Background: an optimization exercise with open tools, aiming at small area. Do not read the settings as production practice.
The RTL was checked by simulation tests, not by an equivalence proof against the original design.
Power and IR drop assume default switching activity.

$ cat design/flow/design.v
package regfile_2r1w_pkg;
  localparam int DEF_DATA_W = 32;
  localparam int DEF_ADDR_W = 5;
  function automatic int depth_of(input int aw);
    depth_of = 1 << aw;
  endfunction
endpackage
module onehot_dec
#(
  parameter int ADDR_W = regfile_2r1w_pkg::DEF_ADDR_W
) (
  input  logic                          en,
  input  logic [ADDR_W-1:0]             addr,
  output logic [regfile_2r1w_pkg::depth_of(ADDR_W)-1:0]   strobe
);
  always_comb begin
    strobe = '0;
    if (en) begin
      strobe[addr] = 1'b1;
    end
  end
endmodule
module regfile_2r1w
#(
  parameter int DATA_W   = regfile_2r1w_pkg::DEF_DATA_W,
  parameter int ADDR_W   = regfile_2r1w_pkg::DEF_ADDR_W,
  parameter int ZERO_REG = 1
) (
  input  logic              clk,
  input  logic              rst_n,
  input  logic              we,
  input  logic [ADDR_W-1:0] waddr,
  input  logic [DATA_W-1:0] wdata,
  input  logic              clr,
  input  logic              re1,
  input  logic [ADDR_W-1:0] raddr1,
  input  logic              re2,
  input  logic [ADDR_W-1:0] raddr2,
  output logic [DATA_W-1:0] rdata1,
  output logic [DATA_W-1:0] rdata2,
  output logic              rvalid1,
  output logic              rvalid2
);
  localparam int DEPTH = regfile_2r1w_pkg::depth_of(ADDR_W);
  logic [DATA_W-1:0] regs_q [DEPTH];
  logic [DEPTH-1:0]  wr_strobe;
  logic [DATA_W-1:0] mem1_p0;
  logic [DATA_W-1:0] mem2_p0;
  logic [DATA_W-1:0] rd1_p0;
  logic [DATA_W-1:0] rd2_p0;
  logic [DATA_W-1:0] rdata1_p1;
  logic [DATA_W-1:0] rdata2_p1;
  logic              vld1_p1;
  logic              vld2_p1;
  function automatic logic [DATA_W-1:0] read_value(
    input logic [ADDR_W-1:0] ra,
    input logic [DATA_W-1:0] stored,
    input logic              clr_i,
    input logic              we_i,
    input logic [ADDR_W-1:0] wa,
    input logic [DATA_W-1:0] wd
  );
    if ((ZERO_REG != 0) && (ra == '0)) begin
      read_value = '0;
    end else if (clr_i) begin
      read_value = '0;
    end else if (we_i && (wa == ra)) begin
      read_value = wd;
    end else begin
      read_value = stored;
    end
  endfunction
  onehot_dec #(
    .ADDR_W (ADDR_W)
  ) u_wdec (
    .en     (we),
    .addr   (waddr),
    .strobe (wr_strobe)
  );
  for (genvar k = 0; k < DEPTH; k++) begin : g_reg
    if ((ZERO_REG != 0) && (k == 0)) begin : g_zero
      always_ff @(posedge clk or negedge rst_n) begin
        if (!rst_n) begin
          regs_q[k] <= '0;
        end else begin
          regs_q[k] <= '0;
        end
      end
    end else begin : g_store
      always_ff @(posedge clk or negedge rst_n) begin
        if (!rst_n) begin
          regs_q[k] <= '0;
        end else if (clr) begin
          regs_q[k] <= '0;
        end else if (wr_strobe[k]) begin
          regs_q[k] <= wdata;
        end
      end
    end
  end
  assign mem1_p0 = regs_q[raddr1];
  assign mem2_p0 = regs_q[raddr2];
  always_comb begin
    rd1_p0 = read_value(raddr1, mem1_p0, clr, we, waddr, wdata);
    rd2_p0 = read_value(raddr2, mem2_p0, clr, we, waddr, wdata);
  end
  always_ff @(posedge clk or negedge rst_n) begin
    if (!rst_n) begin
      rdata1_p1 <= '0;
      rdata2_p1 <= '0;
      vld1_p1   <= 1'b0;
      vld2_p1   <= 1'b0;
    end else begin
      vld1_p1 <= re1;
      vld2_p1 <= re2;
      if (re1) begin
        rdata1_p1 <= rd1_p0;
      end
      if (re2) begin
        rdata2_p1 <= rd2_p0;
      end
    end
  end
  assign rdata1  = rdata1_p1;
  assign rdata2  = rdata2_p1;
  assign rvalid1 = vld1_p1;
  assign rvalid2 = vld2_p1;
endmodule
$ cat design/flow/run.sh
#!/bin/bash
# synth_recipe.tcl (not shown) runs the flow's synth.tcl, then flattens the netlist and writes it again
# the make line also repeats each setting of config.mk as NAME=value (left out here)
make -C /OpenROAD-flow-scripts/flow DESIGN_CONFIG=/design/flow/config.mk WORK_HOME=/design/flow/orfs CLKGATE_MAP_FILE= SYNTH_SCRIPT=/design/flow/synth_recipe.tcl finish
$ cat design/flow/config.mk
export PLATFORM = sky130hd
export DESIGN_NAME = regfile_2r1w
export DESIGN_NICKNAME = regfile_2r1w
export VERILOG_FILES = /design/flow/design.v
export SDC_FILE = /design/flow/constraint.sdc
export NUM_CORES = 4
export LEC_CHECK = 0
export CAP_MARGIN = 20
export CORE_MARGIN = 2
export CORE_UTILIZATION = 40
export SLEW_MARGIN = 20
$ cat design/flow/constraint.sdc
create_clock -name core_clock -period 4.0 [get_ports {clk}]
set_input_delay 0.8000 -clock core_clock [delete_from_list [all_inputs] [get_ports {clk}]]
set_output_delay 0.8000 -clock core_clock [all_outputs]
set_load 0.01 [all_outputs]
==> qor.yml <==
outcome:
  outcome: "timing/DRC/antenna clean"
sta:
  worst_pin_slew_ns: 1.28
  rsz0062_at_grt: "false"
  min_period_ns: 3.49
  final-hold-violation-count: 0
  setup_viol: 0
  period_share_pct: 87.3
  finalSetupTns_ns: 0
  slew_headroom_pct: 14.2
  drv_slew: 0
  fin_skew_ns: 0.0211
  fin_ws_ns: 0.508
  clock.fmax_mhz: 286
synth:
  synth.largest_area_cell: "dfrtp_1"
  synth_top_area_share_pct: 46.7
  synth_edf_count: 0
  ys_seq_elements: 1058
  async_flop_share_pct: 100
  seq_area_frac_synth_pct: 46.7
  synth_area_leaders: "dfrtp_1 47%, nand2_1 9.2%, a22oi_1 7.8%, mux2i_1 6.5%, a21oi_1 6.4%"
  postSynthAreaPerCell_um2: 8.61
  yosys_warnings: 3
  syn_inst: 6581
  synth.distinct_cells: 71
  synth_area_mm2: 0.0567
  syn_nets: 6637
  ys.flop_type: "dfrtp_1"
min_path:
  whs_path_depth: 2
  holdPathEnd: "regs_q[22][10]"
  min_from: "clr"
  hold_class: "primary input to flip-flop"
drt:
  initialDrtViolationCount: 12800
  drt_pre_antenna_iters: 9
  drt.antenna.violating_nets: 0
  via_count: 64100
  vias_per_cell: 7.36
  drc: 0
  routed_wl_mm: 398
  wl_per_cell_um: 45.7
worst_setup_path:
  worstPathMaxFanout: 19
  required_ns: 4.64
  worstSetupStartpointType: "primary input"
  rrSetupSlack_ns: 1.03
  rr_endpoint: "rdata2_p1[30]"
  endpoint_kind: "flip-flop"
  critPathKind: "primary input to flip-flop"
  rr_startpoint: "regs_q[7][30]"
  ff2ff_path_depth: 6
  cp.arrival_ns: 4.13
power:
  p_leak_nw: 28.2
  ir_drop_uv: 330
  power_density_mw_per_mm2: 384
place:
  dp_worst_setup_slack_ns: 0.0798
  globalplace.congestion: 1.05
  io_buffers: 118
  hpwl_mm: 253
cells_and_area:
  areaGrowthSynthToFinish_pct: 19.9
  drive_gt1_share_pct: 13.5
  multi_input_area_mm2: 0.0278
  regArea_mm2: 0.0265
  mostFrequentLayoutCells: "1,387 x nand2_1, 1,058 x dfrtp_1, 728 x a21oi_1"
  final_core_util_pct: 48.2
  layout.nets: 6719
  nFillCells: 13600
  final_common_cell: "nand2_1"
cts:
  cts.sinks: 1058
  numCtsBuffers: 131
  cts_hold_buf: 1
  cts.repair.resized: 0
  cts_max_level: 4
  post_cts_buffers: 0
  path_clk_slew_ns: 0.06
  clk_latency_ns: 0.78
  ctsLongestPathBuffers: 3
  cts.root.buffer_cell: "clkbuf_16"
  tritoncts: "yes"
die:
  dieArea_mm2: 0.145
  die_h_um: 380
  die-width_um: 380
  start_util_pct: 40.2
  num_io_pins: 119
  rows: 138
  core_mm2: 0.141
grt:
  track_usage_pct: 53.4
  gr-total-overflow: 0
  grt_first_pass_wirelength_mm: 528
  antenna_found_initial: 64
  grt_pass1_vias: 57800
  grt_max_degree: 179
job:
  cap_violations: 0
-- worst max-delay path by stage --
| stage | start | to | slack [ns] | depth (start not counted) |
|---|---|---|---|---|
| after floorplan | waddr[1] | regs_q[2][9] | 1.31 | 10 |
| after global placement | raddr2[1] | rdata2_p1[30] | 0.005 | 8 |
| after detailed placement | raddr2[1] | rdata2_p1[30] | 0.08 | 8 |
| after CTS | raddr2[1] | rdata2_p1[30] | 0.88 | 8 |
| after global routing | waddr[1] | regs_q[18][1] | 0.76 | 11 |
| final | raddr2[1] | rdata2_p1[30] | 0.51 | 8 |
-- state kept, by name (all words and copies together) (netlist names) --
name and flops:
rdata1_p1 32, rdata2_p1 32, regs_q 992, vld1_p1 1, vld2_p1 1
-- worst max-delay path, stage by stage --
cell,delay (ns)
buf_2,0.37
buf_4,0.45
mux2i_1,0.87
nor3_1,0.34
a21oi_1,0.36
nand3_1,0.14
nor4_1,0.57
o21ai_1,0.16
-- where the power goes --
group | switching, mW | internal [mW]
Sequential | 0.118 | 10.8
Combinational | 2.07 | 0.558
Clock | 5.21 | 7.33
-- synth_stat cells (23+ instances only) --
cell       instances
nor2_1           461
nand2_1         1389
nor4_1            55
nand4_1           94
buf_4             25
a22oi_1          587
or2_2             23
a2111oi_0        119
buf_2            157
dfrtp_1         1058
mux2i_1          366
nor2b_1           42
o31ai_1           32
o21ai_0           58
o22ai_1           32
and3_1           354
inv_1             40
a32oi_1           24
a21oi_1          728
nor3_1            28
clkbuf_1         503
nand3_1          137
-- cell families (layout without fill, tap and decap cells) --
group	Yosys count	count (layout)	share of synthesized area, %
xor gates and xnor gates	14	14	0.216
other	0	62	0
DFF	1058	1058	46.7
buffers and inverters	740	919	5.47
AOI/OAI and AO/OA	1708	1708	19.6
adders and majority gates	3	3	0.0663
and+or+nand+nor	2685	2685	21.3
muxes	373	373	6.60
-- cell type report --
type                            instances  share of cell area, %
Timing Repair Buffer                  648                   9.70
Antenna cell                           62                  0.228
Multi-Input combinational cell       4783                   40.9
Clock inverter                         42                  0.773
Inverter                               41                  0.226
Sequential cell                      1058                   39.0
Clock buffer                          188                   5.71
Tap cell                             1890                   3.48
-- metrics by stage --
stage | hold WS [ns] | power [mW] | cells | cell area, um2
final | 0.407 | 26.1 | 8712 | 68000
after global routing | 0.419 | 26.4 | 8656 | 67800
after CTS | 0.395 | 25.9 | 8649 | 67800
after detailed placement | 0.516 | 13.6 | 8418 | 63400
after global placement | 0.512 | 13.6 | 8416 | 63300
after floorplan | 0.492 | 11.9 | 6581 | 56700
-- layer usage --
metal	track usage [%]	share of wire, %	up-vias
met3	22.0	15	1926
met1	69.5	37	31900
li1	-	-	23600
met4	38.4	8.8	34
met2	70.7	39	6616
met5	0.165	0.063	-

afterwards: timing with drivers on the ports:
How much do the figures lean on ideal ports? The routed layout below was timed once more, with nothing changed but the port constraints. Step 1 assumes that a clkbuf_16 drives the clock port and a buf_2 every other input. Step 2 moves the port delays by t, midway between the first and last clock arrival at a register: inputs arrive t later, outputs are due t later. That takes back most of the time a late clock gives input paths. a / b / c = ideal / step 1 / step 2; a / b = the first two.
t, ns: 0.856
setup slack, ns: 0.508 / 0.558 / -0.298
worst setup path at the end: input to register
worst slew at a driven data input, ns: 0.31
cell pins on the clock port's net: 1
Met with ideal ports but missed after step 2: setup timing in this run. For this run, drivers alone change the setup slack by +0.050 ns; drivers and shift together by -0.806 ns.
